What follows belongs to an exercise in optimizing a design on an open flow for small area and a short achievable clock period; a production flow would make more cautious choices.
RTL that was checked went through simulation tests only; none was proved equivalent to the original.
For runs 1 and 2, only the layout was checked, not whether the RTL still works.
Power is estimated from default activity; no workload was simulated.

==> flow/design.v (outline; a module is shown in full before it is edited, if it fits) <==
// module mac_ctrl: 46 lines
// module mac_mult_stage: 553 lines
// module mac_accumulator: 412 lines
// module mac_top: 53 lines
module mac_top #(
   parameter int A_WIDTH = 18,    
   parameter int B_WIDTH = 18,    
   parameter int P_WIDTH = 48     
) (
   input  logic                      clk,
   input  logic                      rst_n,
   input  logic signed [A_WIDTH-1:0] data_a,
   input  logic signed [B_WIDTH-1:0] data_b,
   input  mac_pkg::mac_op_e          op,
   input  logic                      activate_mac,   
   output logic signed [P_WIDTH-1:0] data_p,
   output logic                      p_valid
);
  // ...
==> flow/flow/run.sh <==
#!/bin/bash
# The standard layout with three changes:
#  - Yosys's coarse 'synth' calls run with -noabc, so that extract_fa sees the
#    full and half adders as the RTL writes them (the later ABC mapping pass is
#    unchanged);
#  - the port buffers are buf_2 cells (buffer_ports -buffer_cell);
#  - timing repair aims at a setup margin of 6.5 ns.
# The SDC (clock period, I/O delays, loads) is the standard flow's, unchanged. Each make
# step's log stays under orfs/logs; make's own output goes to flow_make.log.
set -euo pipefail
grep -q '^proc synth {args} { yosys synth -nofsm -noshare {\*}$args }' synth_recipe.tcl
sed 's/yosys synth -nofsm -noshare /yosys synth -nofsm -noshare -noabc /' synth_recipe.tcl > synth_noabc.tcl
bash standard.sh SYNTH_SCRIPT=$PWD/synth_noabc.tcl SETUP_SLACK_MARGIN=6.5 \
  "BUFFER_PORTS_ARGS=-buffer_cell sky130_fd_sc_hd__buf_2" finish > flow_make.log 2>&1
==> flow/standard.sh <==
#!/bin/bash
# synth_recipe.tcl (not shown) runs the flow's synth.tcl, then flattens the netlist and writes it again
# the make line also repeats each setting of config.mk as NAME=value (left out here)
make -C /OpenROAD-flow-scripts/flow DESIGN_CONFIG=/design/flow/config.mk WORK_HOME=/design/flow/orfs CLKGATE_MAP_FILE= SYNTH_SCRIPT=/design/flow/synth_recipe.tcl "${@:-finish}"
==> flow/config.mk <==
export PLATFORM = sky130hd
export DESIGN_NAME = mac_top
export DESIGN_NICKNAME = mac_top
export VERILOG_FILES = /design/flow/design.v
export SDC_FILE = /design/flow/constraint.sdc
export NUM_CORES = 4
export LEC_CHECK = 0
export CAP_MARGIN = 20
export CORE_MARGIN = 2
export CORE_UTILIZATION = 40
export CTS_BUF_LIST = sky130_fd_sc_hd__clkbuf_8
export SLEW_MARGIN = 20
==> flow/constraint.sdc <==
create_clock -name core_clock -period 10.0 [get_ports {clk}]
set_input_delay 2.0000 -clock core_clock [delete_from_list [all_inputs] [get_ports {clk}]]
set_output_delay 2.0000 -clock core_clock [all_outputs]
set_load 0.01 [all_outputs]
==> results_dict.tcl, run 1 <==
set metrics [dict create \
    cts_buffers 17 \
    wl_um 33200 \
    switching_share_pct 43.4 \
    finalPower_mw 5.16 \
    min_period_over_period_pct 36.1 \
    nNonClkInverters 49 \
    ys_async_sr_fraction_pct 20.0 \
    wl_met3_um 2680 \
    buffers 171 \
    seqPwrFrac_pct 22.4 \
    vias 9175 \
    grt_max_degree 35 \
    critical_path_buf_inv_count 3 \
    dr_wl_met2_um 14400 \
    top_register "u_acc.p_q" \
    worst_hold_path.endpoint "u_ctrl.valid2_q" \
    synthSimpleGateAreaFrac_pct 7.09 \
    antenna_cells 0 \
    outcome "timing/DRC/antenna clean" \
    cts_resized 117 \
    die_w_um 184 \
    clockRootBuffer "clkbuf_8" \
    drive_gt1_share_pct 27.3 \
    hpwl_um 21800 \
    start_util_pct 40.7 \
]
==> inputs of run 2 (changes only) <==
--- a/flow/config.mk
+++ b/flow/config.mk
@@ -8,5 +8,4 @@
 export CAP_MARGIN = 20
 export CORE_MARGIN = 2
 export CORE_UTILIZATION = 40
-export CTS_BUF_LIST = sky130_fd_sc_hd__clkbuf_8
 export SLEW_MARGIN = 20
==> results_dict.tcl, run 2 <==
set metrics [dict create \
    outcome "timing/DRC/antenna clean" \
    pin_count 90 \
    hold_violations 0 \
    start_kind "flop" \
    yosysWarnings 3 \
    wl_um 34400 \
    end_kind "flop" \
    die_w_um 184 \
    cts_sinks 170 \
    cpMaxStageDelayCell "dfstp_2" \
    nets 1583 \
    holdBufCountCts 0 \
    ys_async_sr_fraction_pct 20.0 \
    p_leak_nw 6.52 \
    fp-row-count 65 \
    cts_tree "built" \
    track_usage_pct 20.9 \
    die_h_um 184 \
    die_area_um2 33700 \
    top_register "u_acc.p_q" \
    synth_common_cells "181 x xnor2_1, 153 x a22oi_1, 153 x fa_1, 136 x dfxtp_1, 82 x clkbuf_1" \
    grt_pass1_wl_um 54200 \
    r2r_start "u_ctrl.zero2_q" \
    top_layer "met4" \
    antenna_found_initial 0 \
    drc 0 \
    drive_gt1_share_pct 31.0 \
    hold_class "flop to flop" \
    synth_top_cell_by_area "fa_1" \
    drt-met1-wl_um 16200 \
    min_period_over_period_pct 36.4 \
    fin_setup_tns_ps 0 \
    drv_slew 0 \
    largest_reg_flops 48 \
    clk_pin_slew_worst_paths_ps 70 \
    routabilityCongestion 0.851 \
    final_cells 1723 \
    relSlewSlack_pct 37.2 \
    top_regs "u_acc.p_q (48), u_mult.r0_q (35), u_mult.r1_q (34)" \
    vias 9350 \
    final_common_cell "xnor2_1" \
    synth_enable_flop_cells 0 \
    clock_latency_ps 440 \
    fin_skew_ps 13.6 \
    critical_path.top_delay_family "compound AO/OA/AOI/OAI gates" \
    grt_overflow 0 \
    cts_buffers 17 \
    timing.final.setup_violations 0 \
    core_area_um2 31600 \
    synth_cell_types 58 \
    netlist_area_um2 12900 \
    max_stage_delay_ps 550 \
    start_util_pct 40.7 \
    critical_path_buf_inv_count 4 \
    clockRootBuffer "clkbuf_16" \
    fin_crit_ps 3640 \
    min-delay-start "u_ctrl.valid2_q" \
    p_per_area_nw_per_um2 350 \
    drt_iter0_drc 889 \
    numPortBuffers 89 \
    hpwl_um 21800 \
    arrival_ps 3970 \
    dp_cells 1599 \
    cp_max_fo 6 \
    routedWlPerCell_um 20.0 \
    drt_first_pass_iters 5 \
    rsz0062_at_grt "true" \
    wl_met3_um 2570 \
    ys_ff_latch 170 \
    synth_top_area_share_pct 23.8 \
    cp_data_required_time_ps 10320 \
    ys_top_cells_by_area "fa_1 24%, dfxtp_1 21%, xnor2_1 12%" \
    htreeDepth 4 \
    synth_fp_nets 1466 \
    synth_most_common_cell "xnor2_1" \
    clock.fmax_mhz 274 \
    critPathKind "flop to flop" \
    seq_area_frac_synth_pct 27.7 \
    vias_per_cell 5.43 \
    area_delta_synth_final_pct 24.6 \
    peakVddDrop_v 0.000157 \
    clk_path_buf_depth 2 \
    antenna_cells 0 \
    grt_max_degree 35 \
    ant_nets 0 \
    crit_chain "nor2_4 -> buf_12 -> buf_16 -> and2_1 -> fa_1 -> ha_4 -> a21oi_2 -> o21ai_2 -> a221oi_4 -> buf_4 -> buf_6 -> a21oi_4 -> a41o_1 -> a21o_1 -> a31oi_1 -> xnor2_1" \
    worstMarginPinSlew_ps 943 \
    ys.flop_type "dfxtp_1" \
    syn_inst 1192 \
    final_cell_mix "179 x xnor2_1, 142 x a22oi_1, 132 x fa_1" \
    startpoint "u_ctrl.zero2_q" \
    dr_wl_met2_um 15200 \
    synth.avg_cell_area_um2 10.8 \
    max_cap_violations 0 \
    grt_pass1_vias 9515 \
]
-- run 2: cell counts after synthesis --
Identical to the previous run, type by type.
-- run 2: kinds of logic after synthesis --
group	Yosys count	synth area share, %
AO/OA/AOI/OAI	252	14.1
XOR/XNOR	223	15.2
adder cells (fa/ha/maj)	233	31.5
buffers and inverters	148	4.31
flip-flops	170	27.7
other	1	0.0291
AND/OR/NAND/NOR	165	7.09
-- run 2: worst paths after layout --
check                           depth (start not counted)  slack (ps)              end
worst max-delay path                                   16        6360    u_acc.p_q[27]
worst min-delay path                                    0         360    u_acc.valid_q
worst max register to register                         16        6360    u_acc.p_q[27]
worst min register to register                          0         360    u_acc.valid_q
max in group asynchronous                               1        7810  u_mult.one_q[1]
min in group asynchronous                               1        1620  u_ctrl.valid2_q
-- run 2: through the flow --
step           power, mW  worst slack (ps)  util [%]  cell area, um2  hold slack, ps
4_1_cts             5.27              6420      48.8           15400             358
3_5_place_dp        4.04              5970      43.1           13600             345
3_3_place_gp        3.98              6010      43.1           13600             336
6_report            5.62              6360      50.8           16100             357
2_1_floorplan       3.28              6440         -           13000             324
5_1_grt             6.13              6210      50.8           16100             362
-- run 2: cell type report --
type	count	area, um2
inverters	49	184
clock inverters	10	139
multi-input cells	874	9570
clock buffers	21	470
repair buffers	197	1510
well taps	402	503
flip-flops and latches	170	3690
fillers	2698	15600
-- run 2: power breakdown --
| part | total, mW | switching [mW] | leakage, nW | internal [mW] |
|---|---|---|---|---|
| Clock | 0.701 | 0.289 | 0.296 | 0.412 |
| Combinational | 3.76 | 1.90 | 4.67 | 1.86 |
| Sequential | 1.16 | 0.173 | 1.55 | 0.984 |
| Total | 5.62 | 2.36 | 6.52 | 3.26 |
-- run 2: metal layers --
layer	vias up	track usage, %
li1	4282	-
met1	4680	30.5
met2	353	30.9
met3	35	4.58
met4	0	5.95
met5	-	0
-- run 2: worst register-to-register path, delay by kind of cell (launching register included) --
kind / cells / cell delay [ps]
AO/OA/AOI/OAI: 7 / 1340
adder cells (fa/ha/maj): 2 / 750
flip-flops: 1 / 550
buffers and inverters: 4 / 540
AND/OR/NAND/NOR: 2 / 240
XOR/XNOR: 1 / 110
-- run 2: repair_timing --
action,4_1_cts,5_1_grt
cloned,6,0
hold endpoints to repair,0,0
setup buffers,54,33
resized for setup,138,85
pin swaps,51,57
endpoints found under the setup margin,54,45
==> module mac_ctrl, before the edit <==
module mac_ctrl (
   input  logic             clk,
   input  logic             rst_n,
   input  logic             activate_mac,   
   input  mac_pkg::mac_op_e op,
   output logic             kill,           
   output logic             sub,            
   output logic             clr,            
   output logic             valid           
);
   logic act_q;       
   logic req;
   logic clr1_q, clr2_q;
   logic valid1_q, valid2_q;
   assign req  = activate_mac ^ act_q;
   assign kill = ~req | (op == mac_pkg::MAC_CLEAR);
   assign sub  = (op == mac_pkg::MAC_SUB);
   always_ff @(posedge clk or negedge rst_n) begin
      if (!rst_n) begin
         act_q    <= 1'b0;
         clr1_q   <= 1'b0;
         valid1_q <= 1'b0;
         valid2_q <= 1'b0;
      end else begin
         act_q    <= activate_mac;
         clr1_q   <= req & ((op == mac_pkg::MAC_LOAD) | (op == mac_pkg::MAC_CLEAR));
         valid1_q <= req;
         valid2_q <= valid1_q;
      end
   end
   always_ff @(posedge clk) begin
      clr2_q <= clr1_q;
   end
   logic zero1_q, zero2_q;
   always_ff @(posedge clk or negedge rst_n) begin
      if (!rst_n) begin
         zero1_q <= 1'b1;
         zero2_q <= 1'b1;
      end else begin
         zero1_q <= 1'b0;
         zero2_q <= zero1_q;
      end
   end
   assign clr   = clr2_q | zero2_q;
   assign valid = valid2_q;
endmodule
==> module mac_mult_stage, before the edit <==
module mac_mult_stage #(
   parameter int A_WIDTH = 18,
   parameter int B_WIDTH = 18,
   parameter int P_WIDTH = 48
) (
   input  logic                      clk,
   input  logic                      rst_n,
   input  logic signed [A_WIDTH-1:0] data_a,
   input  logic signed [B_WIDTH-1:0] data_b,
   input  logic                      kill,      
   input  logic                      sub,       
   output logic        [P_WIDTH-1:0] row0,
   output logic        [P_WIDTH-1:0] row1
);
   logic [8:0] one, two, neg;
   logic [8:0] one_q, two_q, neg_q;
   logic [B_WIDTH:0] bx;
   logic signed [A_WIDTH-1:0] a_q;
   logic [A_WIDTH:0] ax;
   assign bx = {data_b, 1'b0};
   for (genvar i = 0; i < 9; i++) begin : g_enc
      assign one[i] = (bx[2*i+1] ^ bx[2*i]) & ~kill;
      assign two[i] = ((bx[2*i+2] & ~bx[2*i+1] & ~bx[2*i]) |
                       (~bx[2*i+2] & bx[2*i+1] & bx[2*i])) & ~kill;
      assign neg[i] = (bx[2*i+2] ^ sub) & ~kill;
   end
   always_ff @(posedge clk) begin
      a_q <= data_a;
   end
   always_ff @(posedge clk or negedge rst_n) begin
      if (!rst_n) begin
         one_q <= '0;
         two_q <= '0;
         neg_q <= '0;
      end else begin
         one_q <= one;
         two_q <= two;
         neg_q <= neg;
      end
   end
   assign ax = {a_q[A_WIDTH-1], a_q};
   logic pp0_0, pp0_1, pp0_2, pp0_3, pp0_4, pp0_5, pp0_6, pp0_7, pp0_8, pp0_9, pp0_10, pp0_11;
   logic pp0_12, pp0_13, pp0_14, pp0_15, pp0_16, pp0_17, pp0_18, pp1_0, pp1_1, pp1_2, pp1_3, pp1_4;
   logic pp1_5, pp1_6, pp1_7, pp1_8, pp1_9, pp1_10, pp1_11, pp1_12, pp1_13, pp1_14, pp1_15, pp1_16;
   logic pp1_17, pp1_18, pp2_0, pp2_1, pp2_2, pp2_3, pp2_4, pp2_5, pp2_6, pp2_7, pp2_8, pp2_9;
   logic pp2_10, pp2_11, pp2_12, pp2_13, pp2_14, pp2_15, pp2_16, pp2_17, pp2_18, pp3_0, pp3_1, pp3_2;
   logic pp3_3, pp3_4, pp3_5, pp3_6, pp3_7, pp3_8, pp3_9, pp3_10, pp3_11, pp3_12, pp3_13, pp3_14;
   logic pp3_15, pp3_16, pp3_17, pp3_18, pp4_0, pp4_1, pp4_2, pp4_3, pp4_4, pp4_5, pp4_6, pp4_7;
   logic pp4_8, pp4_9, pp4_10, pp4_11, pp4_12, pp4_13, pp4_14, pp4_15, pp4_16, pp4_17, pp4_18, pp5_0;
   logic pp5_1, pp5_2, pp5_3, pp5_4, pp5_5, pp5_6, pp5_7, pp5_8, pp5_9, pp5_10, pp5_11, pp5_12;
   logic pp5_13, pp5_14, pp5_15, pp5_16, pp5_17, pp5_18, pp6_0, pp6_1, pp6_2, pp6_3, pp6_4, pp6_5;
   logic pp6_6, pp6_7, pp6_8, pp6_9, pp6_10, pp6_11, pp6_12, pp6_13, pp6_14, pp6_15, pp6_16, pp6_17;
   logic pp6_18, pp7_0, pp7_1, pp7_2, pp7_3, pp7_4, pp7_5, pp7_6, pp7_7, pp7_8, pp7_9, pp7_10;
   logic pp7_11, pp7_12, pp7_13, pp7_14, pp7_15, pp7_16, pp7_17, pp7_18, pp8_0, pp8_1, pp8_2, pp8_3;
   logic pp8_4, pp8_5, pp8_6, pp8_7, pp8_8, pp8_9, pp8_10, pp8_11, pp8_12, pp8_13, pp8_14, pp8_15;
   logic pp8_16, pp8_17, pp8_18;
   assign pp0_0 = (ax[0] & one_q[0]) ^ neg_q[0];
   assign pp0_1 = ((ax[1] & one_q[0]) | (ax[0] & two_q[0])) ^ neg_q[0];
   assign pp0_2 = ((ax[2] & one_q[0]) | (ax[1] & two_q[0])) ^ neg_q[0];
   assign pp0_3 = ((ax[3] & one_q[0]) | (ax[2] & two_q[0])) ^ neg_q[0];
   assign pp0_4 = ((ax[4] & one_q[0]) | (ax[3] & two_q[0])) ^ neg_q[0];
   assign pp0_5 = ((ax[5] & one_q[0]) | (ax[4] & two_q[0])) ^ neg_q[0];
   assign pp0_6 = ((ax[6] & one_q[0]) | (ax[5] & two_q[0])) ^ neg_q[0];
   assign pp0_7 = ((ax[7] & one_q[0]) | (ax[6] & two_q[0])) ^ neg_q[0];
   assign pp0_8 = ((ax[8] & one_q[0]) | (ax[7] & two_q[0])) ^ neg_q[0];
   assign pp0_9 = ((ax[9] & one_q[0]) | (ax[8] & two_q[0])) ^ neg_q[0];
   assign pp0_10 = ((ax[10] & one_q[0]) | (ax[9] & two_q[0])) ^ neg_q[0];
   assign pp0_11 = ((ax[11] & one_q[0]) | (ax[10] & two_q[0])) ^ neg_q[0];
   assign pp0_12 = ((ax[12] & one_q[0]) | (ax[11] & two_q[0])) ^ neg_q[0];
   assign pp0_13 = ((ax[13] & one_q[0]) | (ax[12] & two_q[0])) ^ neg_q[0];
   assign pp0_14 = ((ax[14] & one_q[0]) | (ax[13] & two_q[0])) ^ neg_q[0];
   assign pp0_15 = ((ax[15] & one_q[0]) | (ax[14] & two_q[0])) ^ neg_q[0];
   assign pp0_16 = ((ax[16] & one_q[0]) | (ax[15] & two_q[0])) ^ neg_q[0];
   assign pp0_17 = ((ax[17] & one_q[0]) | (ax[16] & two_q[0])) ^ neg_q[0];
   assign pp0_18 = ((ax[18] & one_q[0]) | (ax[17] & two_q[0])) ^ neg_q[0];
   assign pp1_0 = (ax[0] & one_q[1]) ^ neg_q[1];
   assign pp1_1 = ((ax[1] & one_q[1]) | (ax[0] & two_q[1])) ^ neg_q[1];
   assign pp1_2 = ((ax[2] & one_q[1]) | (ax[1] & two_q[1])) ^ neg_q[1];
   assign pp1_3 = ((ax[3] & one_q[1]) | (ax[2] & two_q[1])) ^ neg_q[1];
   assign pp1_4 = ((ax[4] & one_q[1]) | (ax[3] & two_q[1])) ^ neg_q[1];
   assign pp1_5 = ((ax[5] & one_q[1]) | (ax[4] & two_q[1])) ^ neg_q[1];
   assign pp1_6 = ((ax[6] & one_q[1]) | (ax[5] & two_q[1])) ^ neg_q[1];
   assign pp1_7 = ((ax[7] & one_q[1]) | (ax[6] & two_q[1])) ^ neg_q[1];
   assign pp1_8 = ((ax[8] & one_q[1]) | (ax[7] & two_q[1])) ^ neg_q[1];
   assign pp1_9 = ((ax[9] & one_q[1]) | (ax[8] & two_q[1])) ^ neg_q[1];
   assign pp1_10 = ((ax[10] & one_q[1]) | (ax[9] & two_q[1])) ^ neg_q[1];
   assign pp1_11 = ((ax[11] & one_q[1]) | (ax[10] & two_q[1])) ^ neg_q[1];
   assign pp1_12 = ((ax[12] & one_q[1]) | (ax[11] & two_q[1])) ^ neg_q[1];
   assign pp1_13 = ((ax[13] & one_q[1]) | (ax[12] & two_q[1])) ^ neg_q[1];
   assign pp1_14 = ((ax[14] & one_q[1]) | (ax[13] & two_q[1])) ^ neg_q[1];
   assign pp1_15 = ((ax[15] & one_q[1]) | (ax[14] & two_q[1])) ^ neg_q[1];
   assign pp1_16 = ((ax[16] & one_q[1]) | (ax[15] & two_q[1])) ^ neg_q[1];
   assign pp1_17 = ((ax[17] & one_q[1]) | (ax[16] & two_q[1])) ^ neg_q[1];
   assign pp1_18 = ((ax[18] & one_q[1]) | (ax[17] & two_q[1])) ^ neg_q[1];
   assign pp2_0 = (ax[0] & one_q[2]) ^ neg_q[2];
   assign pp2_1 = ((ax[1] & one_q[2]) | (ax[0] & two_q[2])) ^ neg_q[2];
   assign pp2_2 = ((ax[2] & one_q[2]) | (ax[1] & two_q[2])) ^ neg_q[2];
   assign pp2_3 = ((ax[3] & one_q[2]) | (ax[2] & two_q[2])) ^ neg_q[2];
   assign pp2_4 = ((ax[4] & one_q[2]) | (ax[3] & two_q[2])) ^ neg_q[2];
   assign pp2_5 = ((ax[5] & one_q[2]) | (ax[4] & two_q[2])) ^ neg_q[2];
   assign pp2_6 = ((ax[6] & one_q[2]) | (ax[5] & two_q[2])) ^ neg_q[2];
   assign pp2_7 = ((ax[7] & one_q[2]) | (ax[6] & two_q[2])) ^ neg_q[2];
   assign pp2_8 = ((ax[8] & one_q[2]) | (ax[7] & two_q[2])) ^ neg_q[2];
   assign pp2_9 = ((ax[9] & one_q[2]) | (ax[8] & two_q[2])) ^ neg_q[2];
   assign pp2_10 = ((ax[10] & one_q[2]) | (ax[9] & two_q[2])) ^ neg_q[2];
   assign pp2_11 = ((ax[11] & one_q[2]) | (ax[10] & two_q[2])) ^ neg_q[2];
   assign pp2_12 = ((ax[12] & one_q[2]) | (ax[11] & two_q[2])) ^ neg_q[2];
   assign pp2_13 = ((ax[13] & one_q[2]) | (ax[12] & two_q[2])) ^ neg_q[2];
   assign pp2_14 = ((ax[14] & one_q[2]) | (ax[13] & two_q[2])) ^ neg_q[2];
   assign pp2_15 = ((ax[15] & one_q[2]) | (ax[14] & two_q[2])) ^ neg_q[2];
   assign pp2_16 = ((ax[16] & one_q[2]) | (ax[15] & two_q[2])) ^ neg_q[2];
   assign pp2_17 = ((ax[17] & one_q[2]) | (ax[16] & two_q[2])) ^ neg_q[2];
   assign pp2_18 = ((ax[18] & one_q[2]) | (ax[17] & two_q[2])) ^ neg_q[2];
   assign pp3_0 = (ax[0] & one_q[3]) ^ neg_q[3];
   assign pp3_1 = ((ax[1] & one_q[3]) | (ax[0] & two_q[3])) ^ neg_q[3];
   assign pp3_2 = ((ax[2] & one_q[3]) | (ax[1] & two_q[3])) ^ neg_q[3];
   assign pp3_3 = ((ax[3] & one_q[3]) | (ax[2] & two_q[3])) ^ neg_q[3];
   assign pp3_4 = ((ax[4] & one_q[3]) | (ax[3] & two_q[3])) ^ neg_q[3];
   assign pp3_5 = ((ax[5] & one_q[3]) | (ax[4] & two_q[3])) ^ neg_q[3];
   assign pp3_6 = ((ax[6] & one_q[3]) | (ax[5] & two_q[3])) ^ neg_q[3];
   assign pp3_7 = ((ax[7] & one_q[3]) | (ax[6] & two_q[3])) ^ neg_q[3];
   assign pp3_8 = ((ax[8] & one_q[3]) | (ax[7] & two_q[3])) ^ neg_q[3];
   assign pp3_9 = ((ax[9] & one_q[3]) | (ax[8] & two_q[3])) ^ neg_q[3];
   assign pp3_10 = ((ax[10] & one_q[3]) | (ax[9] & two_q[3])) ^ neg_q[3];
   assign pp3_11 = ((ax[11] & one_q[3]) | (ax[10] & two_q[3])) ^ neg_q[3];
   assign pp3_12 = ((ax[12] & one_q[3]) | (ax[11] & two_q[3])) ^ neg_q[3];
   assign pp3_13 = ((ax[13] & one_q[3]) | (ax[12] & two_q[3])) ^ neg_q[3];
   assign pp3_14 = ((ax[14] & one_q[3]) | (ax[13] & two_q[3])) ^ neg_q[3];
   assign pp3_15 = ((ax[15] & one_q[3]) | (ax[14] & two_q[3])) ^ neg_q[3];
   assign pp3_16 = ((ax[16] & one_q[3]) | (ax[15] & two_q[3])) ^ neg_q[3];
   assign pp3_17 = ((ax[17] & one_q[3]) | (ax[16] & two_q[3])) ^ neg_q[3];
   assign pp3_18 = ((ax[18] & one_q[3]) | (ax[17] & two_q[3])) ^ neg_q[3];
   assign pp4_0 = (ax[0] & one_q[4]) ^ neg_q[4];
   assign pp4_1 = ((ax[1] & one_q[4]) | (ax[0] & two_q[4])) ^ neg_q[4];
   assign pp4_2 = ((ax[2] & one_q[4]) | (ax[1] & two_q[4])) ^ neg_q[4];
   assign pp4_3 = ((ax[3] & one_q[4]) | (ax[2] & two_q[4])) ^ neg_q[4];
   assign pp4_4 = ((ax[4] & one_q[4]) | (ax[3] & two_q[4])) ^ neg_q[4];
   assign pp4_5 = ((ax[5] & one_q[4]) | (ax[4] & two_q[4])) ^ neg_q[4];
   assign pp4_6 = ((ax[6] & one_q[4]) | (ax[5] & two_q[4])) ^ neg_q[4];
   assign pp4_7 = ((ax[7] & one_q[4]) | (ax[6] & two_q[4])) ^ neg_q[4];
   assign pp4_8 = ((ax[8] & one_q[4]) | (ax[7] & two_q[4])) ^ neg_q[4];
   assign pp4_9 = ((ax[9] & one_q[4]) | (ax[8] & two_q[4])) ^ neg_q[4];
   assign pp4_10 = ((ax[10] & one_q[4]) | (ax[9] & two_q[4])) ^ neg_q[4];
   assign pp4_11 = ((ax[11] & one_q[4]) | (ax[10] & two_q[4])) ^ neg_q[4];
   assign pp4_12 = ((ax[12] & one_q[4]) | (ax[11] & two_q[4])) ^ neg_q[4];
   assign pp4_13 = ((ax[13] & one_q[4]) | (ax[12] & two_q[4])) ^ neg_q[4];
   assign pp4_14 = ((ax[14] & one_q[4]) | (ax[13] & two_q[4])) ^ neg_q[4];
   assign pp4_15 = ((ax[15] & one_q[4]) | (ax[14] & two_q[4])) ^ neg_q[4];
   assign pp4_16 = ((ax[16] & one_q[4]) | (ax[15] & two_q[4])) ^ neg_q[4];
   assign pp4_17 = ((ax[17] & one_q[4]) | (ax[16] & two_q[4])) ^ neg_q[4];
   assign pp4_18 = ((ax[18] & one_q[4]) | (ax[17] & two_q[4])) ^ neg_q[4];
   assign pp5_0 = (ax[0] & one_q[5]) ^ neg_q[5];
   assign pp5_1 = ((ax[1] & one_q[5]) | (ax[0] & two_q[5])) ^ neg_q[5];
   assign pp5_2 = ((ax[2] & one_q[5]) | (ax[1] & two_q[5])) ^ neg_q[5];
   assign pp5_3 = ((ax[3] & one_q[5]) | (ax[2] & two_q[5])) ^ neg_q[5];
   assign pp5_4 = ((ax[4] & one_q[5]) | (ax[3] & two_q[5])) ^ neg_q[5];
   assign pp5_5 = ((ax[5] & one_q[5]) | (ax[4] & two_q[5])) ^ neg_q[5];
   assign pp5_6 = ((ax[6] & one_q[5]) | (ax[5] & two_q[5])) ^ neg_q[5];
   assign pp5_7 = ((ax[7] & one_q[5]) | (ax[6] & two_q[5])) ^ neg_q[5];
   assign pp5_8 = ((ax[8] & one_q[5]) | (ax[7] & two_q[5])) ^ neg_q[5];
   assign pp5_9 = ((ax[9] & one_q[5]) | (ax[8] & two_q[5])) ^ neg_q[5];
   assign pp5_10 = ((ax[10] & one_q[5]) | (ax[9] & two_q[5])) ^ neg_q[5];
   assign pp5_11 = ((ax[11] & one_q[5]) | (ax[10] & two_q[5])) ^ neg_q[5];
   assign pp5_12 = ((ax[12] & one_q[5]) | (ax[11] & two_q[5])) ^ neg_q[5];
   assign pp5_13 = ((ax[13] & one_q[5]) | (ax[12] & two_q[5])) ^ neg_q[5];
   assign pp5_14 = ((ax[14] & one_q[5]) | (ax[13] & two_q[5])) ^ neg_q[5];
   assign pp5_15 = ((ax[15] & one_q[5]) | (ax[14] & two_q[5])) ^ neg_q[5];
   assign pp5_16 = ((ax[16] & one_q[5]) | (ax[15] & two_q[5])) ^ neg_q[5];
   assign pp5_17 = ((ax[17] & one_q[5]) | (ax[16] & two_q[5])) ^ neg_q[5];
   assign pp5_18 = ((ax[18] & one_q[5]) | (ax[17] & two_q[5])) ^ neg_q[5];
   assign pp6_0 = (ax[0] & one_q[6]) ^ neg_q[6];
   assign pp6_1 = ((ax[1] & one_q[6]) | (ax[0] & two_q[6])) ^ neg_q[6];
   assign pp6_2 = ((ax[2] & one_q[6]) | (ax[1] & two_q[6])) ^ neg_q[6];
   assign pp6_3 = ((ax[3] & one_q[6]) | (ax[2] & two_q[6])) ^ neg_q[6];
   assign pp6_4 = ((ax[4] & one_q[6]) | (ax[3] & two_q[6])) ^ neg_q[6];
   assign pp6_5 = ((ax[5] & one_q[6]) | (ax[4] & two_q[6])) ^ neg_q[6];
   assign pp6_6 = ((ax[6] & one_q[6]) | (ax[5] & two_q[6])) ^ neg_q[6];
   assign pp6_7 = ((ax[7] & one_q[6]) | (ax[6] & two_q[6])) ^ neg_q[6];
   assign pp6_8 = ((ax[8] & one_q[6]) | (ax[7] & two_q[6])) ^ neg_q[6];
   assign pp6_9 = ((ax[9] & one_q[6]) | (ax[8] & two_q[6])) ^ neg_q[6];
   assign pp6_10 = ((ax[10] & one_q[6]) | (ax[9] & two_q[6])) ^ neg_q[6];
   assign pp6_11 = ((ax[11] & one_q[6]) | (ax[10] & two_q[6])) ^ neg_q[6];
   assign pp6_12 = ((ax[12] & one_q[6]) | (ax[11] & two_q[6])) ^ neg_q[6];
   assign pp6_13 = ((ax[13] & one_q[6]) | (ax[12] & two_q[6])) ^ neg_q[6];
   assign pp6_14 = ((ax[14] & one_q[6]) | (ax[13] & two_q[6])) ^ neg_q[6];
   assign pp6_15 = ((ax[15] & one_q[6]) | (ax[14] & two_q[6])) ^ neg_q[6];
   assign pp6_16 = ((ax[16] & one_q[6]) | (ax[15] & two_q[6])) ^ neg_q[6];
   assign pp6_17 = ((ax[17] & one_q[6]) | (ax[16] & two_q[6])) ^ neg_q[6];
   assign pp6_18 = ((ax[18] & one_q[6]) | (ax[17] & two_q[6])) ^ neg_q[6];
   assign pp7_0 = (ax[0] & one_q[7]) ^ neg_q[7];
   assign pp7_1 = ((ax[1] & one_q[7]) | (ax[0] & two_q[7])) ^ neg_q[7];
   assign pp7_2 = ((ax[2] & one_q[7]) | (ax[1] & two_q[7])) ^ neg_q[7];
   assign pp7_3 = ((ax[3] & one_q[7]) | (ax[2] & two_q[7])) ^ neg_q[7];
   assign pp7_4 = ((ax[4] & one_q[7]) | (ax[3] & two_q[7])) ^ neg_q[7];
   assign pp7_5 = ((ax[5] & one_q[7]) | (ax[4] & two_q[7])) ^ neg_q[7];
   assign pp7_6 = ((ax[6] & one_q[7]) | (ax[5] & two_q[7])) ^ neg_q[7];
   assign pp7_7 = ((ax[7] & one_q[7]) | (ax[6] & two_q[7])) ^ neg_q[7];
   assign pp7_8 = ((ax[8] & one_q[7]) | (ax[7] & two_q[7])) ^ neg_q[7];
   assign pp7_9 = ((ax[9] & one_q[7]) | (ax[8] & two_q[7])) ^ neg_q[7];
   assign pp7_10 = ((ax[10] & one_q[7]) | (ax[9] & two_q[7])) ^ neg_q[7];
   assign pp7_11 = ((ax[11] & one_q[7]) | (ax[10] & two_q[7])) ^ neg_q[7];
   assign pp7_12 = ((ax[12] & one_q[7]) | (ax[11] & two_q[7])) ^ neg_q[7];
   assign pp7_13 = ((ax[13] & one_q[7]) | (ax[12] & two_q[7])) ^ neg_q[7];
   assign pp7_14 = ((ax[14] & one_q[7]) | (ax[13] & two_q[7])) ^ neg_q[7];
   assign pp7_15 = ((ax[15] & one_q[7]) | (ax[14] & two_q[7])) ^ neg_q[7];
   assign pp7_16 = ((ax[16] & one_q[7]) | (ax[15] & two_q[7])) ^ neg_q[7];
   assign pp7_17 = ((ax[17] & one_q[7]) | (ax[16] & two_q[7])) ^ neg_q[7];
   assign pp7_18 = ((ax[18] & one_q[7]) | (ax[17] & two_q[7])) ^ neg_q[7];
   assign pp8_0 = (ax[0] & one_q[8]) ^ neg_q[8];
   assign pp8_1 = ((ax[1] & one_q[8]) | (ax[0] & two_q[8])) ^ neg_q[8];
   assign pp8_2 = ((ax[2] & one_q[8]) | (ax[1] & two_q[8])) ^ neg_q[8];
   assign pp8_3 = ((ax[3] & one_q[8]) | (ax[2] & two_q[8])) ^ neg_q[8];
   assign pp8_4 = ((ax[4] & one_q[8]) | (ax[3] & two_q[8])) ^ neg_q[8];
   assign pp8_5 = ((ax[5] & one_q[8]) | (ax[4] & two_q[8])) ^ neg_q[8];
   assign pp8_6 = ((ax[6] & one_q[8]) | (ax[5] & two_q[8])) ^ neg_q[8];
   assign pp8_7 = ((ax[7] & one_q[8]) | (ax[6] & two_q[8])) ^ neg_q[8];
   assign pp8_8 = ((ax[8] & one_q[8]) | (ax[7] & two_q[8])) ^ neg_q[8];
   assign pp8_9 = ((ax[9] & one_q[8]) | (ax[8] & two_q[8])) ^ neg_q[8];
   assign pp8_10 = ((ax[10] & one_q[8]) | (ax[9] & two_q[8])) ^ neg_q[8];
   assign pp8_11 = ((ax[11] & one_q[8]) | (ax[10] & two_q[8])) ^ neg_q[8];
   assign pp8_12 = ((ax[12] & one_q[8]) | (ax[11] & two_q[8])) ^ neg_q[8];
   assign pp8_13 = ((ax[13] & one_q[8]) | (ax[12] & two_q[8])) ^ neg_q[8];
   assign pp8_14 = ((ax[14] & one_q[8]) | (ax[13] & two_q[8])) ^ neg_q[8];
   assign pp8_15 = ((ax[15] & one_q[8]) | (ax[14] & two_q[8])) ^ neg_q[8];
   assign pp8_16 = ((ax[16] & one_q[8]) | (ax[15] & two_q[8])) ^ neg_q[8];
   assign pp8_17 = ((ax[17] & one_q[8]) | (ax[16] & two_q[8])) ^ neg_q[8];
   assign pp8_18 = ((ax[18] & one_q[8]) | (ax[17] & two_q[8])) ^ neg_q[8];
   logic t1, t2, t3, t4, t5, t6, t7, t8, t9, t10, t11, t12;
   logic t13, t14, t15, t16, t17, t18, t19, t20, t21, t22, t23, t24;
   logic t25, t26, t27, t28, t29, t30, t31, t32, t33, t34, t35, t36;
   logic t37, t38, t39, t40, t41, t42, t43, t44, t45, t46, t47, t48;
   logic t49, t50, t51, t52, t53, t54, t55, t56, t57, t58, t59, t60;
   logic t61, t62, t63, t64, t65, t66, t67, t68, t69, t70, t71, t72;
   logic t73, t74, t75, t76, t77, t78, t79, t80, t81, t82, t83, t84;
   logic t85, t86, t87, t88, t89, t90, t91, t92, t93, t94, t95, t96;
   logic t97, t98, t99, t100, t101, t102, t103, t104, t105, t106, t107, t108;
   logic t109, t110, t111, t112, t113, t114, t115, t116, t117, t118, t119, t120;
   logic t121, t122, t123, t124, t125, t126, t127, t128, t129, t130, t131, t132;
   logic t133, t134, t135, t136, t137, t138, t139, t140, t141, t142, t143, t144;
   logic t145, t146, t147, t148, t149, t150, t151, t152, t153, t154, t155, t156;
   logic t157, t158, t159, t160, t161, t162, t163, t164, t165, t166, t167, t168;
   logic t169, t170, t171, t172, t173, t174, t175, t176, t177, t178, t179, t180;
   logic t181, t182, t183, t184, t185, t186, t187, t188, t189, t190, t191, t192;
   logic t193, t194, t195, t196, t197, t198, t199, t200, t201, t202, t203, t204;
   logic t205, t206, t207, t208, t209, t210, t211, t212, t213, t214, t215, t216;
   logic t217, t218, t219, t220, t221, t222, t223, t224, t225, t226, t227, t228;
   logic t229, t230, t231, t232, t233, t234, t235, t236, t237, t238, t239, t240;
   logic t241, t242, t243, t244, t245, t246, t247, t248, t249, t250, t251, t252;
   logic t253, t254, t255, t256, t257, t258, t259, t260, t261, t262, t263, t264;
   logic t265, t266, t267, t268, t269, t270, t271, t272, t273, t274, t275, t276;
   logic t277, t278, t279, t280, t281, t282, t283, t284, t285, t286, t287, t288;
   logic t289, t290;
   assign t1 = neg_q[1] ^ pp0_2;
   assign t2 = neg_q[1] & pp0_2;
   assign t3 = pp0_3 ^ pp1_1;
   assign t4 = pp0_3 & pp1_1;
   assign t5 = neg_q[2] ^ pp0_4 ^ pp1_2;
   assign t6 = (neg_q[2] & pp0_4) | (neg_q[2] & pp1_2) | (pp0_4 & pp1_2);
   assign t7 = pp2_0 ^ t4;
   assign t8 = pp2_0 & t4;
   assign t9 = pp0_5 ^ pp1_3 ^ pp2_1;
   assign t10 = (pp0_5 & pp1_3) | (pp0_5 & pp2_1) | (pp1_3 & pp2_1);
   assign t11 = t6 ^ t9;
   assign t12 = t6 & t9;
   assign t13 = neg_q[3] ^ pp0_6 ^ pp1_4;
   assign t14 = (neg_q[3] & pp0_6) | (neg_q[3] & pp1_4) | (pp0_6 & pp1_4);
   assign t15 = pp2_2 ^ pp3_0 ^ t10;
   assign t16 = (pp2_2 & pp3_0) | (pp2_2 & t10) | (pp3_0 & t10);
   assign t17 = t13 ^ t12;
   assign t18 = t13 & t12;
   assign t19 = pp0_7 ^ pp1_5 ^ pp2_3;
   assign t20 = (pp0_7 & pp1_5) | (pp0_7 & pp2_3) | (pp1_5 & pp2_3);
   assign t21 = pp3_1 ^ t14 ^ t19;
   assign t22 = (pp3_1 & t14) | (pp3_1 & t19) | (t14 & t19);
   assign t23 = t16 ^ t21;
   assign t24 = t16 & t21;
   assign t25 = neg_q[4] ^ pp0_8 ^ pp1_6;
   assign t26 = (neg_q[4] & pp0_8) | (neg_q[4] & pp1_6) | (pp0_8 & pp1_6);
   assign t27 = pp2_4 ^ pp3_2 ^ pp4_0;
   assign t28 = (pp2_4 & pp3_2) | (pp2_4 & pp4_0) | (pp3_2 & pp4_0);
   assign t29 = t20 ^ t25 ^ t27;
   assign t30 = (t20 & t25) | (t20 & t27) | (t25 & t27);
   assign t31 = t22 ^ t29;
   assign t32 = t22 & t29;
   assign t33 = pp0_9 ^ pp1_7 ^ pp2_5;
   assign t34 = (pp0_9 & pp1_7) | (pp0_9 & pp2_5) | (pp1_7 & pp2_5);
   assign t35 = pp3_3 ^ pp4_1 ^ t26;
   assign t36 = (pp3_3 & pp4_1) | (pp3_3 & t26) | (pp4_1 & t26);
   assign t37 = t28 ^ t33 ^ t30;
   assign t38 = (t28 & t33) | (t28 & t30) | (t33 & t30);
   assign t39 = t35 ^ t32;
   assign t40 = t35 & t32;
   assign t41 = neg_q[5] ^ pp0_10 ^ pp1_8;
   assign t42 = (neg_q[5] & pp0_10) | (neg_q[5] & pp1_8) | (pp0_10 & pp1_8);
   assign t43 = pp2_6 ^ pp3_4 ^ pp4_2;
   assign t44 = (pp2_6 & pp3_4) | (pp2_6 & pp4_2) | (pp3_4 & pp4_2);
   assign t45 = pp5_0 ^ t34 ^ t41;
   assign t46 = (pp5_0 & t34) | (pp5_0 & t41) | (t34 & t41);
   assign t47 = t43 ^ t36 ^ t45;
   assign t48 = (t43 & t36) | (t43 & t45) | (t36 & t45);
   assign t49 = t38 ^ t47;
   assign t50 = t38 & t47;
   assign t51 = pp0_11 ^ pp1_9 ^ pp2_7;
   assign t52 = (pp0_11 & pp1_9) | (pp0_11 & pp2_7) | (pp1_9 & pp2_7);
   assign t53 = pp3_5 ^ pp4_3 ^ pp5_1;
   assign t54 = (pp3_5 & pp4_3) | (pp3_5 & pp5_1) | (pp4_3 & pp5_1);
   assign t55 = t42 ^ t44 ^ t51;
   assign t56 = (t42 & t44) | (t42 & t51) | (t44 & t51);
   assign t57 = t53 ^ t46 ^ t55;
   assign t58 = (t53 & t46) | (t53 & t55) | (t46 & t55);
   assign t59 = t48 ^ t57;
   assign t60 = t48 & t57;
   assign t61 = neg_q[6] ^ pp0_12 ^ pp1_10;
   assign t62 = (neg_q[6] & pp0_12) | (neg_q[6] & pp1_10) | (pp0_12 & pp1_10);
   assign t63 = pp2_8 ^ pp3_6 ^ pp4_4;
   assign t64 = (pp2_8 & pp3_6) | (pp2_8 & pp4_4) | (pp3_6 & pp4_4);
   assign t65 = pp5_2 ^ pp6_0 ^ t52;
   assign t66 = (pp5_2 & pp6_0) | (pp5_2 & t52) | (pp6_0 & t52);
   assign t67 = t54 ^ t61 ^ t63;
   assign t68 = (t54 & t61) | (t54 & t63) | (t61 & t63);
   assign t69 = t56 ^ t65 ^ t67;
   assign t70 = (t56 & t65) | (t56 & t67) | (t65 & t67);
   assign t71 = t58 ^ t69;
   assign t72 = t58 & t69;
   assign t73 = pp0_13 ^ pp1_11 ^ pp2_9;
   assign t74 = (pp0_13 & pp1_11) | (pp0_13 & pp2_9) | (pp1_11 & pp2_9);
   assign t75 = pp3_7 ^ pp4_5 ^ pp5_3;
   assign t76 = (pp3_7 & pp4_5) | (pp3_7 & pp5_3) | (pp4_5 & pp5_3);
   assign t77 = pp6_1 ^ t62 ^ t64;
   assign t78 = (pp6_1 & t62) | (pp6_1 & t64) | (t62 & t64);
   assign t79 = t73 ^ t75 ^ t66;
   assign t80 = (t73 & t75) | (t73 & t66) | (t75 & t66);
   assign t81 = t68 ^ t77 ^ t79;
   assign t82 = (t68 & t77) | (t68 & t79) | (t77 & t79);
   assign t83 = t70 ^ t72;
   assign t84 = t70 & t72;
   assign t85 = neg_q[7] ^ pp0_14 ^ pp1_12;
   assign t86 = (neg_q[7] & pp0_14) | (neg_q[7] & pp1_12) | (pp0_14 & pp1_12);
   assign t87 = pp2_10 ^ pp3_8 ^ pp4_6;
   assign t88 = (pp2_10 & pp3_8) | (pp2_10 & pp4_6) | (pp3_8 & pp4_6);
   assign t89 = pp5_4 ^ pp6_2 ^ pp7_0;
   assign t90 = (pp5_4 & pp6_2) | (pp5_4 & pp7_0) | (pp6_2 & pp7_0);
   assign t91 = t74 ^ t76 ^ t85;
   assign t92 = (t74 & t76) | (t74 & t85) | (t76 & t85);
   assign t93 = t87 ^ t89 ^ t78;
   assign t94 = (t87 & t89) | (t87 & t78) | (t89 & t78);
   assign t95 = t91 ^ t80 ^ t93;
   assign t96 = (t91 & t80) | (t91 & t93) | (t80 & t93);
   assign t97 = t82 ^ t95;
   assign t98 = t82 & t95;
   assign t99 = pp0_15 ^ pp1_13 ^ pp2_11;
   assign t100 = (pp0_15 & pp1_13) | (pp0_15 & pp2_11) | (pp1_13 & pp2_11);
   assign t101 = pp3_9 ^ pp4_7 ^ pp5_5;
   assign t102 = (pp3_9 & pp4_7) | (pp3_9 & pp5_5) | (pp4_7 & pp5_5);
   assign t103 = pp6_3 ^ pp7_1 ^ t86;
   assign t104 = (pp6_3 & pp7_1) | (pp6_3 & t86) | (pp7_1 & t86);
   assign t105 = t88 ^ t90 ^ t99;
   assign t106 = (t88 & t90) | (t88 & t99) | (t90 & t99);
   assign t107 = t101 ^ t92 ^ t103;
   assign t108 = (t101 & t92) | (t101 & t103) | (t92 & t103);
   assign t109 = t105 ^ t94 ^ t107;
   assign t110 = (t105 & t94) | (t105 & t107) | (t94 & t107);
   assign t111 = t96 ^ t109;
   assign t112 = t96 & t109;
   assign t113 = neg_q[8] ^ pp0_16 ^ pp1_14;
   assign t114 = (neg_q[8] & pp0_16) | (neg_q[8] & pp1_14) | (pp0_16 & pp1_14);
   assign t115 = pp2_12 ^ pp3_10 ^ pp4_8;
   assign t116 = (pp2_12 & pp3_10) | (pp2_12 & pp4_8) | (pp3_10 & pp4_8);
   assign t117 = pp5_6 ^ pp6_4 ^ pp7_2;
   assign t118 = (pp5_6 & pp6_4) | (pp5_6 & pp7_2) | (pp6_4 & pp7_2);
   assign t119 = pp8_0 ^ t100 ^ t102;
   assign t120 = (pp8_0 & t100) | (pp8_0 & t102) | (t100 & t102);
   assign t121 = t113 ^ t115 ^ t117;
   assign t122 = (t113 & t115) | (t113 & t117) | (t115 & t117);
   assign t123 = t104 ^ t106 ^ t119;
   assign t124 = (t104 & t106) | (t104 & t119) | (t106 & t119);
   assign t125 = t121 ^ t108 ^ t123;
   assign t126 = (t121 & t108) | (t121 & t123) | (t108 & t123);
   assign t127 = t110 ^ t125;
   assign t128 = t110 & t125;
   assign t129 = pp0_17 ^ pp1_15 ^ pp2_13;
   assign t130 = (pp0_17 & pp1_15) | (pp0_17 & pp2_13) | (pp1_15 & pp2_13);
   assign t131 = pp3_11 ^ pp4_9 ^ pp5_7;
   assign t132 = (pp3_11 & pp4_9) | (pp3_11 & pp5_7) | (pp4_9 & pp5_7);
   assign t133 = pp6_5 ^ pp7_3 ^ pp8_1;
   assign t134 = (pp6_5 & pp7_3) | (pp6_5 & pp8_1) | (pp7_3 & pp8_1);
   assign t135 = t114 ^ t116 ^ t118;
   assign t136 = (t114 & t116) | (t114 & t118) | (t116 & t118);
   assign t137 = t129 ^ t131 ^ t133;
   assign t138 = (t129 & t131) | (t129 & t133) | (t131 & t133);
   assign t139 = t120 ^ t122 ^ t135;
   assign t140 = (t120 & t122) | (t120 & t135) | (t122 & t135);
   assign t141 = t137 ^ t124 ^ t139;
   assign t142 = (t137 & t124) | (t137 & t139) | (t124 & t139);
   assign t143 = t126 ^ t141;
   assign t144 = t126 & t141;
   assign t145 = pp0_18 ^ pp1_16 ^ pp2_14;
   assign t146 = (pp0_18 & pp1_16) | (pp0_18 & pp2_14) | (pp1_16 & pp2_14);
   assign t147 = pp3_12 ^ pp4_10 ^ pp5_8;
   assign t148 = (pp3_12 & pp4_10) | (pp3_12 & pp5_8) | (pp4_10 & pp5_8);
   assign t149 = pp6_6 ^ pp7_4 ^ pp8_2;
   assign t150 = (pp6_6 & pp7_4) | (pp6_6 & pp8_2) | (pp7_4 & pp8_2);
   assign t151 = t130 ^ t132 ^ t134;
   assign t152 = (t130 & t132) | (t130 & t134) | (t132 & t134);
   assign t153 = t145 ^ t147 ^ t149;
   assign t154 = (t145 & t147) | (t145 & t149) | (t147 & t149);
   assign t155 = t136 ^ t138 ^ t151;
   assign t156 = (t136 & t138) | (t136 & t151) | (t138 & t151);
   assign t157 = t153 ^ t140 ^ t155;
   assign t158 = (t153 & t140) | (t153 & t155) | (t140 & t155);
   assign t159 = t142 ^ t157;
   assign t160 = t142 & t157;
   assign t161 = pp0_18 ^ pp1_17 ^ pp2_15;
   assign t162 = (pp0_18 & pp1_17) | (pp0_18 & pp2_15) | (pp1_17 & pp2_15);
   assign t163 = pp3_13 ^ pp4_11 ^ pp5_9;
   assign t164 = (pp3_13 & pp4_11) | (pp3_13 & pp5_9) | (pp4_11 & pp5_9);
   assign t165 = pp6_7 ^ pp7_5 ^ pp8_3;
   assign t166 = (pp6_7 & pp7_5) | (pp6_7 & pp8_3) | (pp7_5 & pp8_3);
   assign t167 = t146 ^ t148 ^ t150;
   assign t168 = (t146 & t148) | (t146 & t150) | (t148 & t150);
   assign t169 = t161 ^ t163 ^ t165;
   assign t170 = (t161 & t163) | (t161 & t165) | (t163 & t165);
   assign t171 = t152 ^ t154 ^ t167;
   assign t172 = (t152 & t154) | (t152 & t167) | (t154 & t167);
   assign t173 = t169 ^ t156 ^ t171;
   assign t174 = (t169 & t156) | (t169 & t171) | (t156 & t171);
   assign t175 = t158 ^ t173;
   assign t176 = t158 & t173;
   assign t177 = ~pp0_18 ^ ~pp1_18 ^ pp2_16;
   assign t178 = (~pp0_18 & ~pp1_18) | (~pp0_18 & pp2_16) | (~pp1_18 & pp2_16);
   assign t179 = pp3_14 ^ pp4_12 ^ pp5_10;
   assign t180 = (pp3_14 & pp4_12) | (pp3_14 & pp5_10) | (pp4_12 & pp5_10);
   assign t181 = pp6_8 ^ pp7_6 ^ pp8_4;
   assign t182 = (pp6_8 & pp7_6) | (pp6_8 & pp8_4) | (pp7_6 & pp8_4);
   assign t183 = t162 ^ t164 ^ t166;
   assign t184 = (t162 & t164) | (t162 & t166) | (t164 & t166);
   assign t185 = t177 ^ t179 ^ t181;
   assign t186 = (t177 & t179) | (t177 & t181) | (t179 & t181);
   assign t187 = t168 ^ t170 ^ t183;
   assign t188 = (t168 & t170) | (t168 & t183) | (t170 & t183);
   assign t189 = t185 ^ t172 ^ t187;
   assign t190 = (t185 & t172) | (t185 & t187) | (t172 & t187);
   assign t191 = t174 ^ t189;
   assign t192 = t174 & t189;
   assign t193 = 1'b1 ^ pp2_17 ^ pp3_15;
   assign t194 = (1'b1 & pp2_17) | (1'b1 & pp3_15) | (pp2_17 & pp3_15);
   assign t195 = pp4_13 ^ pp5_11 ^ pp6_9;
   assign t196 = (pp4_13 & pp5_11) | (pp4_13 & pp6_9) | (pp5_11 & pp6_9);
   assign t197 = pp7_7 ^ pp8_5 ^ t178;
   assign t198 = (pp7_7 & pp8_5) | (pp7_7 & t178) | (pp8_5 & t178);
   assign t199 = t180 ^ t182 ^ t193;
   assign t200 = (t180 & t182) | (t180 & t193) | (t182 & t193);
   assign t201 = t195 ^ t184 ^ t186;
   assign t202 = (t195 & t184) | (t195 & t186) | (t184 & t186);
   assign t203 = t197 ^ t199 ^ t188;
   assign t204 = (t197 & t199) | (t197 & t188) | (t199 & t188);
   assign t205 = t201 ^ t190 ^ t203;
   assign t206 = (t201 & t190) | (t201 & t203) | (t190 & t203);
   assign t207 = ~pp2_18 ^ pp3_16 ^ pp4_14;
   assign t208 = (~pp2_18 & pp3_16) | (~pp2_18 & pp4_14) | (pp3_16 & pp4_14);
   assign t209 = pp5_12 ^ pp6_10 ^ pp7_8;
   assign t210 = (pp5_12 & pp6_10) | (pp5_12 & pp7_8) | (pp6_10 & pp7_8);
   assign t211 = pp8_6 ^ t194 ^ t196;
   assign t212 = (pp8_6 & t194) | (pp8_6 & t196) | (t194 & t196);
   assign t213 = t207 ^ t209 ^ t198;
   assign t214 = (t207 & t209) | (t207 & t198) | (t209 & t198);
   assign t215 = t200 ^ t211 ^ t202;
   assign t216 = (t200 & t211) | (t200 & t202) | (t211 & t202);
   assign t217 = t213 ^ t204 ^ t215;
   assign t218 = (t213 & t204) | (t213 & t215) | (t204 & t215);
   assign t219 = 1'b1 ^ pp3_17 ^ pp4_15;
   assign t220 = (1'b1 & pp3_17) | (1'b1 & pp4_15) | (pp3_17 & pp4_15);
   assign t221 = pp5_13 ^ pp6_11 ^ pp7_9;
   assign t222 = (pp5_13 & pp6_11) | (pp5_13 & pp7_9) | (pp6_11 & pp7_9);
   assign t223 = pp8_7 ^ t208 ^ t210;
   assign t224 = (pp8_7 & t208) | (pp8_7 & t210) | (t208 & t210);
   assign t225 = t219 ^ t221 ^ t212;
   assign t226 = (t219 & t221) | (t219 & t212) | (t221 & t212);
   assign t227 = t223 ^ t214 ^ t225;
   assign t228 = (t223 & t214) | (t223 & t225) | (t214 & t225);
   assign t229 = t216 ^ t227;
   assign t230 = t216 & t227;
   assign t231 = ~pp3_18 ^ pp4_16 ^ pp5_14;
   assign t232 = (~pp3_18 & pp4_16) | (~pp3_18 & pp5_14) | (pp4_16 & pp5_14);
   assign t233 = pp6_12 ^ pp7_10 ^ pp8_8;
   assign t234 = (pp6_12 & pp7_10) | (pp6_12 & pp8_8) | (pp7_10 & pp8_8);
   assign t235 = t220 ^ t222 ^ t231;
   assign t236 = (t220 & t222) | (t220 & t231) | (t222 & t231);
   assign t237 = t233 ^ t224 ^ t235;
   assign t238 = (t233 & t224) | (t233 & t235) | (t224 & t235);
   assign t239 = t226 ^ t237 ^ t228;
   assign t240 = (t226 & t237) | (t226 & t228) | (t237 & t228);
   assign t241 = 1'b1 ^ pp4_17 ^ pp5_15;
   assign t242 = (1'b1 & pp4_17) | (1'b1 & pp5_15) | (pp4_17 & pp5_15);
   assign t243 = pp6_13 ^ pp7_11 ^ pp8_9;
   assign t244 = (pp6_13 & pp7_11) | (pp6_13 & pp8_9) | (pp7_11 & pp8_9);
   assign t245 = t232 ^ t234 ^ t241;
   assign t246 = (t232 & t234) | (t232 & t241) | (t234 & t241);
   assign t247 = t243 ^ t236 ^ t245;
   assign t248 = (t243 & t236) | (t243 & t245) | (t236 & t245);
   assign t249 = t238 ^ t247;
   assign t250 = t238 & t247;
   assign t251 = ~pp4_18 ^ pp5_16 ^ pp6_14;
   assign t252 = (~pp4_18 & pp5_16) | (~pp4_18 & pp6_14) | (pp5_16 & pp6_14);
   assign t253 = pp7_12 ^ pp8_10 ^ t242;
   assign t254 = (pp7_12 & pp8_10) | (pp7_12 & t242) | (pp8_10 & t242);
   assign t255 = t244 ^ t251 ^ t246;
   assign t256 = (t244 & t251) | (t244 & t246) | (t251 & t246);
   assign t257 = t253 ^ t255 ^ t248;
   assign t258 = (t253 & t255) | (t253 & t248) | (t255 & t248);
   assign t259 = 1'b1 ^ pp5_17 ^ pp6_15;
   assign t260 = (1'b1 & pp5_17) | (1'b1 & pp6_15) | (pp5_17 & pp6_15);
   assign t261 = pp7_13 ^ pp8_11 ^ t252;
   assign t262 = (pp7_13 & pp8_11) | (pp7_13 & t252) | (pp8_11 & t252);
   assign t263 = t259 ^ t254 ^ t261;
   assign t264 = (t259 & t254) | (t259 & t261) | (t254 & t261);
   assign t265 = t256 ^ t263;
   assign t266 = t256 & t263;
   assign t267 = ~pp5_18 ^ pp6_16 ^ pp7_14;
   assign t268 = (~pp5_18 & pp6_16) | (~pp5_18 & pp7_14) | (pp6_16 & pp7_14);
   assign t269 = pp8_12 ^ t260 ^ t267;
   assign t270 = (pp8_12 & t260) | (pp8_12 & t267) | (t260 & t267);
   assign t271 = t262 ^ t269 ^ t264;
   assign t272 = (t262 & t269) | (t262 & t264) | (t269 & t264);
   assign t273 = 1'b1 ^ pp6_17 ^ pp7_15;
   assign t274 = (1'b1 & pp6_17) | (1'b1 & pp7_15) | (pp6_17 & pp7_15);
   assign t275 = pp8_13 ^ t268 ^ t273;
   assign t276 = (pp8_13 & t268) | (pp8_13 & t273) | (t268 & t273);
   assign t277 = t270 ^ t275;
   assign t278 = t270 & t275;
   assign t279 = ~pp6_18 ^ pp7_16 ^ pp8_14;
   assign t280 = (~pp6_18 & pp7_16) | (~pp6_18 & pp8_14) | (pp7_16 & pp8_14);
   assign t281 = t274 ^ t279 ^ t276;
   assign t282 = (t274 & t279) | (t274 & t276) | (t279 & t276);
   assign t283 = 1'b1 ^ pp7_17 ^ pp8_15;
   assign t284 = (1'b1 & pp7_17) | (1'b1 & pp8_15) | (pp7_17 & pp8_15);
   assign t285 = t280 ^ t283;
   assign t286 = t280 & t283;
   assign t287 = ~pp7_18 ^ pp8_16 ^ t284;
   assign t288 = (~pp7_18 & pp8_16) | (~pp7_18 & t284) | (pp8_16 & t284);
   assign t289 = 1'b1 ^ pp8_17;
   assign t290 = 1'b1 & pp8_17;
   logic [34:0] r0_q;
   logic [33:0] r1_q;
   always_ff @(posedge clk) begin
      r0_q <= {t290, t288, t286, t282, t278, t272, t266, t258, t250, t240, t230, t218, t206, t192, t176, t160, t144, t128, t112, t111, t84, t81, t60, t50, t40, t37, t24, t18, t15, t11, t5, t2, pp1_0, pp0_1, neg_q[0]};
   end
   always_ff @(posedge clk) begin
      r1_q <= {~pp8_18, t289, t287, t285, t281, t277, t271, t265, t257, t249, t239, t229, t217, t205, t191, t175, t159, t143, t127, t98, t97, t83, t71, t59, t49, t39, t31, t23, t17, t8, t7, t3, t1, pp0_0};
   end
   assign row0 = {1'b1, 1'b1, 1'b1, 1'b1, 1'b1, 1'b1, 1'b1, 1'b1, 1'b1, 1'b1, 1'b1, 1'b1, 1'b1, r0_q[34], r0_q[33], r0_q[32], r0_q[31], r0_q[30], r0_q[29], r0_q[28], r0_q[27], r0_q[26], r0_q[25], r0_q[24], r0_q[23], r0_q[22], r0_q[21], r0_q[20], r0_q[19], r0_q[18], r0_q[17], r0_q[16], r0_q[15], r0_q[14], r0_q[13], r0_q[12], r0_q[11], r0_q[10], r0_q[9], r0_q[8], r0_q[7], r0_q[6], r0_q[5], r0_q[4], r0_q[3], r0_q[2], r0_q[1], r0_q[0]};
   assign row1 = {1'b0, 1'b0, 1'b0, 1'b0, 1'b0, 1'b0, 1'b0, 1'b0, 1'b0, 1'b0, 1'b0, 1'b0, 1'b0, r1_q[33], r1_q[32], r1_q[31], r1_q[30], r1_q[29], r1_q[28], r1_q[27], r1_q[26], r1_q[25], r1_q[24], r1_q[23], r1_q[22], r1_q[21], r1_q[20], r1_q[19], r1_q[18], r1_q[17], r1_q[16], r1_q[15], r1_q[14], r1_q[13], r1_q[12], r1_q[11], r1_q[10], r1_q[9], r1_q[8], r1_q[7], r1_q[6], r1_q[5], r1_q[4], r1_q[3], r1_q[2], r1_q[1], 1'b0, r1_q[0]};
endmodule
==> module mac_top, before the edit <==
module mac_top #(
   parameter int A_WIDTH = 18,    
   parameter int B_WIDTH = 18,    
   parameter int P_WIDTH = 48     
) (
   input  logic                      clk,
   input  logic                      rst_n,
   input  logic signed [A_WIDTH-1:0] data_a,
   input  logic signed [B_WIDTH-1:0] data_b,
   input  mac_pkg::mac_op_e          op,
   input  logic                      activate_mac,   
   output logic signed [P_WIDTH-1:0] data_p,
   output logic                      p_valid
);
   logic                      kill, sub, clr, valid;
   logic [P_WIDTH-1:0]        row0, row1;
   mac_ctrl u_ctrl (
      .clk          (clk),
      .rst_n        (rst_n),
      .activate_mac (activate_mac),
      .op           (op),
      .kill         (kill),
      .sub          (sub),
      .clr          (clr),
      .valid        (valid)
   );
   mac_mult_stage #(
      .A_WIDTH (A_WIDTH),
      .B_WIDTH (B_WIDTH),
      .P_WIDTH (P_WIDTH)
   ) u_mult (
      .clk   (clk),
      .rst_n (rst_n),
      .data_a (data_a),
      .data_b (data_b),
      .kill  (kill),
      .sub   (sub),
      .row0  (row0),
      .row1  (row1)
   );
   mac_accumulator #(
      .P_WIDTH (P_WIDTH)
   ) u_acc (
      .clk     (clk),
      .rst_n   (rst_n),
      .clr     (clr),
      .valid   (valid),
      .row0    (row0),
      .row1    (row1),
      .data_p  (data_p),
      .p_valid (p_valid)
   );
endmodule
==> inputs of run 3 (changes only) <==
--- a/flow/design.v
+++ b/flow/design.v
@@ -42,9 +42,6 @@
          valid2_q <= valid1_q;
       end
    end
-   always_ff @(posedge clk) begin
-      clr2_q <= clr1_q;
-   end
    logic zero1_q, zero2_q;
    always_ff @(posedge clk or negedge rst_n) begin
       if (!rst_n) begin
@@ -55,7 +52,10 @@
          zero2_q <= zero1_q;
       end
    end
-   assign clr   = clr2_q | zero2_q;
+   always_ff @(posedge clk) begin
+      clr2_q <= clr1_q | zero2_q;
+   end
+   assign clr   = clr2_q;
    assign valid = valid2_q;
 endmodule
 `timescale 1ns/1ps
@@ -65,7 +65,6 @@
    parameter int P_WIDTH = 48
 ) (
    input  logic                      clk,
-   input  logic                      rst_n,
    input  logic signed [A_WIDTH-1:0] data_a,
    input  logic signed [B_WIDTH-1:0] data_b,
    input  logic                      kill,      
@@ -88,16 +87,10 @@
    always_ff @(posedge clk) begin
       a_q <= data_a;
    end
-   always_ff @(posedge clk or negedge rst_n) begin
-      if (!rst_n) begin
-         one_q <= '0;
-         two_q <= '0;
-         neg_q <= '0;
-      end else begin
-         one_q <= one;
-         two_q <= two;
-         neg_q <= neg;
-      end
+   always_ff @(posedge clk) begin
+      one_q <= one;
+      two_q <= two;
+      neg_q <= neg;
    end
    assign ax = {a_q[A_WIDTH-1], a_q};
    logic pp0_0, pp0_1, pp0_2, pp0_3, pp0_4, pp0_5, pp0_6, pp0_7, pp0_8, pp0_9, pp0_10, pp0_11;
@@ -1058,7 +1051,6 @@
       .P_WIDTH (P_WIDTH)
    ) u_mult (
       .clk   (clk),
-      .rst_n (rst_n),
       .data_a (data_a),
       .data_b (data_b),
       .kill  (kill),
--- a/flow/config.mk
+++ b/flow/config.mk
@@ -8,4 +8,5 @@
 export CAP_MARGIN = 20
 export CORE_MARGIN = 2
 export CORE_UTILIZATION = 40
+export CTS_BUF_LIST = sky130_fd_sc_hd__clkbuf_8
 export SLEW_MARGIN = 20
==> results_dict.tcl, run 3 <==
set metrics [dict create \
    outcome "timing/DRC/antenna clean" \
    vias 8950 \
    synth_cell_types 57 \
    nets 1546 \
    die_w_um 183 \
    synth_fp_nets 1489 \
    antenna_found_initial 0 \
    critPathKind "flop to flop" \
    min_period_over_period_pct 34.1 \
    synthSimpleGateAreaFrac_pct 7.79 \
    p_per_area_nw_per_um2 318 \
    end_kind "flop" \
    vias_per_cell 5.31 \
    fin_skew_ps 19.5 \
    clk_pin_slew_worst_paths_ps 90 \
    grt_pass1_vias 9091 \
    ys_top_cells_by_area "dfxtp_1 25%, fa_1 24%, xnor2_1 12%" \
    busiest_layer "met2" \
    netlist_area_um2 12900 \
    ant_nets 0 \
    synth-xor-area-share_pct 15.0 \
    htreeDepth 4 \
    die_h_um 183 \
    worstMarginPinSlew_ps 958 \
    top_register "u_acc.p_q" \
    drt_first_pass_iters 6 \
    clockRootBuffer "clkbuf_8" \
    synthMuxAreaShare_pct 0.233 \
    top_regs "u_acc.p_q (48), u_mult.r0_q (35), u_mult.r1_q (34)" \
    wl_um 31000 \
    synth_top_family_by_area "adder cells" \
    synth_common_cells "182 x xnor2_1, 163 x dfxtp_1, 153 x a22oi_1, 153 x fa_1, 80 x ha_1" \
    track_usage_pct 18.9 \
    clock.fmax_mhz 293 \
    hold_violations 0 \
    synth_top_area_share_pct 25.4 \
    cts_tree "built" \
    numPortBuffers 89 \
    cp_data_required_time_ps 10360 \
    clk_path_buf_depth 2 \
    drv_slew 0 \
    cts_sinks 170 \
    synth_compound_area_share_pct 14.3 \
    synthAdderAreaFrac_pct 31.6 \
    fin_crit_ps 3410 \
    final_cell_mix "181 x xnor2_1, 153 x a22oi_1, 153 x fa_1" \
    final_common_cell "xnor2_1" \
    routedWlPerCell_um 18.4 \
    met3_usage_pct 4.92 \
    fp-row-count 65 \
    ys_ff_latch 170 \
    grt_overflow 0 \
    rsz0062_at_grt "true" \
    start_kind "flop" \
    grt_pass1_wl_um 49700 \
    p_leak_nw 5.99 \
    met1_usage_pct 27.4 \
    max_cap_violations 0 \
    fillers 2978 \
    pin_count 90 \
    antenna_cells 0 \
    final_util_pct 46.1 \
    die_area_um2 33600 \
    fin_setup_tns_ps 0 \
    relSlewSlack_pct 36.1 \
    holdBufCountCts 0 \
    peakVddDrop_v 0.000110 \
    synth_enable_flop_cells 0 \
    area_delta_synth_final_pct 13.2 \
    start_util_pct 40.7 \
    ys.flop_type "dfxtp_1" \
    synth_top_cell_by_area "dfxtp_1" \
    cts_buffers 17 \
    drc 0 \
    multiInputGateArea_um2 9040 \
    core_area_um2 31600 \
    grt_use_met2_pct 28.3 \
    timing.final.setup_violations 0 \
    synth_most_common_cell "xnor2_1" \
    ys_async_sr_fraction_pct 4.12 \
    hpwl_um 22200 \
    syn_inst 1215 \
    seq_area_frac_synth_pct 26.7 \
    grt_max_degree 28 \
    hold_class "flop to flop" \
    cp_max_fo 18 \
    clock_latency_ps 490 \
    regArea_um2 3580 \
    largest_reg_flops 48 \
    synth.avg_cell_area_um2 10.6 \
    drive_gt1_share_pct 19.8 \
    arrival_ps 3770 \
    routabilityCongestion 0.855 \
    yosysWarnings 3 \
    drt_iter0_drc 763 \
]
==> run 3: cell types whose count changed in the layout (fill, tap and decap cells not counted), moves of 22 or more <==
cell	delta
ha_4	-22
nor2b_1	+36
buf_4	-43
and2_1	-23
dfxtp_4	+25
ha_1	+24
==> run 3: final cells by class <==
cell class                 instances  share of cell area, %
sequential                       170                   24.5
multi-input combinational        896                   62.0
clock buffer                      19                   1.79
clock inverter                    13                  0.927
inverter                          50                   1.29
timing repair buffer             137                   5.95
tap                              402                   3.45
==> run 3: timing repair <==
item                                    in CTS  in global routing
resized for setup                           64                 46
cloned                                       1                  0
pin swaps                                    2                  8
buffers inserted                             3                 34
endpoints found under the setup margin      51                 28
==> run 3: path summary, 6_finish.rpt <==
check,startpoint,end,slack (ps),depth (start not counted)
worst max-delay path,u_mult.a_q[3],u_mult.r1_q[20],6590,7
worst min-delay path,u_ctrl.valid1_q,u_ctrl.valid2_q,360,0
worst max register to register,u_mult.a_q[3],u_mult.r1_q[20],6590,7
worst min register to register,u_ctrl.valid1_q,u_ctrl.valid2_q,360,0
max in group asynchronous,rst_n,u_ctrl.zero2_q,8440,1
min in group asynchronous,rst_n,u_ctrl.act_q,1310,1
==> run 3: stage by stage <==
stage                     instances  power [mW]  setup slack, ps  instance area (um2)  hold WS (ps)
after floorplan                1215        3.25             6440                12900           329
after global placement         1617        3.92             5850                13500           335
after detailed placement       1617        3.99             5790                13500           336
after CTS                      1653        4.55             6490                14100           358
after global routing           1687        5.14             6460                14600           363
final                          1687        4.63             6590                14600           355
==> run 3: worst max-delay path, stage by stage (launching register included) <==
cell,delay (ps)
dfxtp_4,510
a22oi_1,150
xnor2_1,170
fa_1,470
fa_1,540
fa_1,460
fa_1,480
fa_1,500
==> run 3: routing by layer <==
layer  part of all wire [%]  up-vias
li1                       -     4222
met1                     48     4444
met2                     45      268
met3                    6.4       16
met4                   0.79        0
met5                      0        -
==> run 3: cell families (layout without fill, tap and decap cells) <==
logic type,Yosys count,after routing
other,1,1
DFF,170,170
and+or+nand+nor,183,183
AOI/OAI and AO/OA,256,256
buffers and inverters,149,219
xor gates and xnor gates,220,220
adders and majority gates,233,233
muxes,3,3
==> run 3: where the power goes <==
group	total (mW)	switching [mW]	internal (mW)
Combinational	2.98	1.58	1.40
Clock	0.497	0.281	0.216
Sequential	1.16	0.178	0.977
Total	4.63	2.04	2.60

[afterwards: timing with drivers on the ports]
The results above use ideal ports. As a check the final layouts listed here were re-extracted and re-timed, cells and wires unchanged.
Step 1 assumes that a clkbuf_16 drives the clock port and a buf_2 every other input.
Step 2 also shifts input and output timing later by t, the mid clock arrival at the registers, as if the neighbouring blocks saw the same clock.
Three values: ideal, step 1, step 2; two values: the first two.
run | t, ns | setup slack, ns
run 1 | 0.519 | 6.387 / 6.387 / 6.387
run 2 | 0.487 | 6.356 / 6.356 / 6.356
run 3 | 0.527 | 6.589 / 6.589 / 6.589
After both steps every run listed still meets setup and hold.
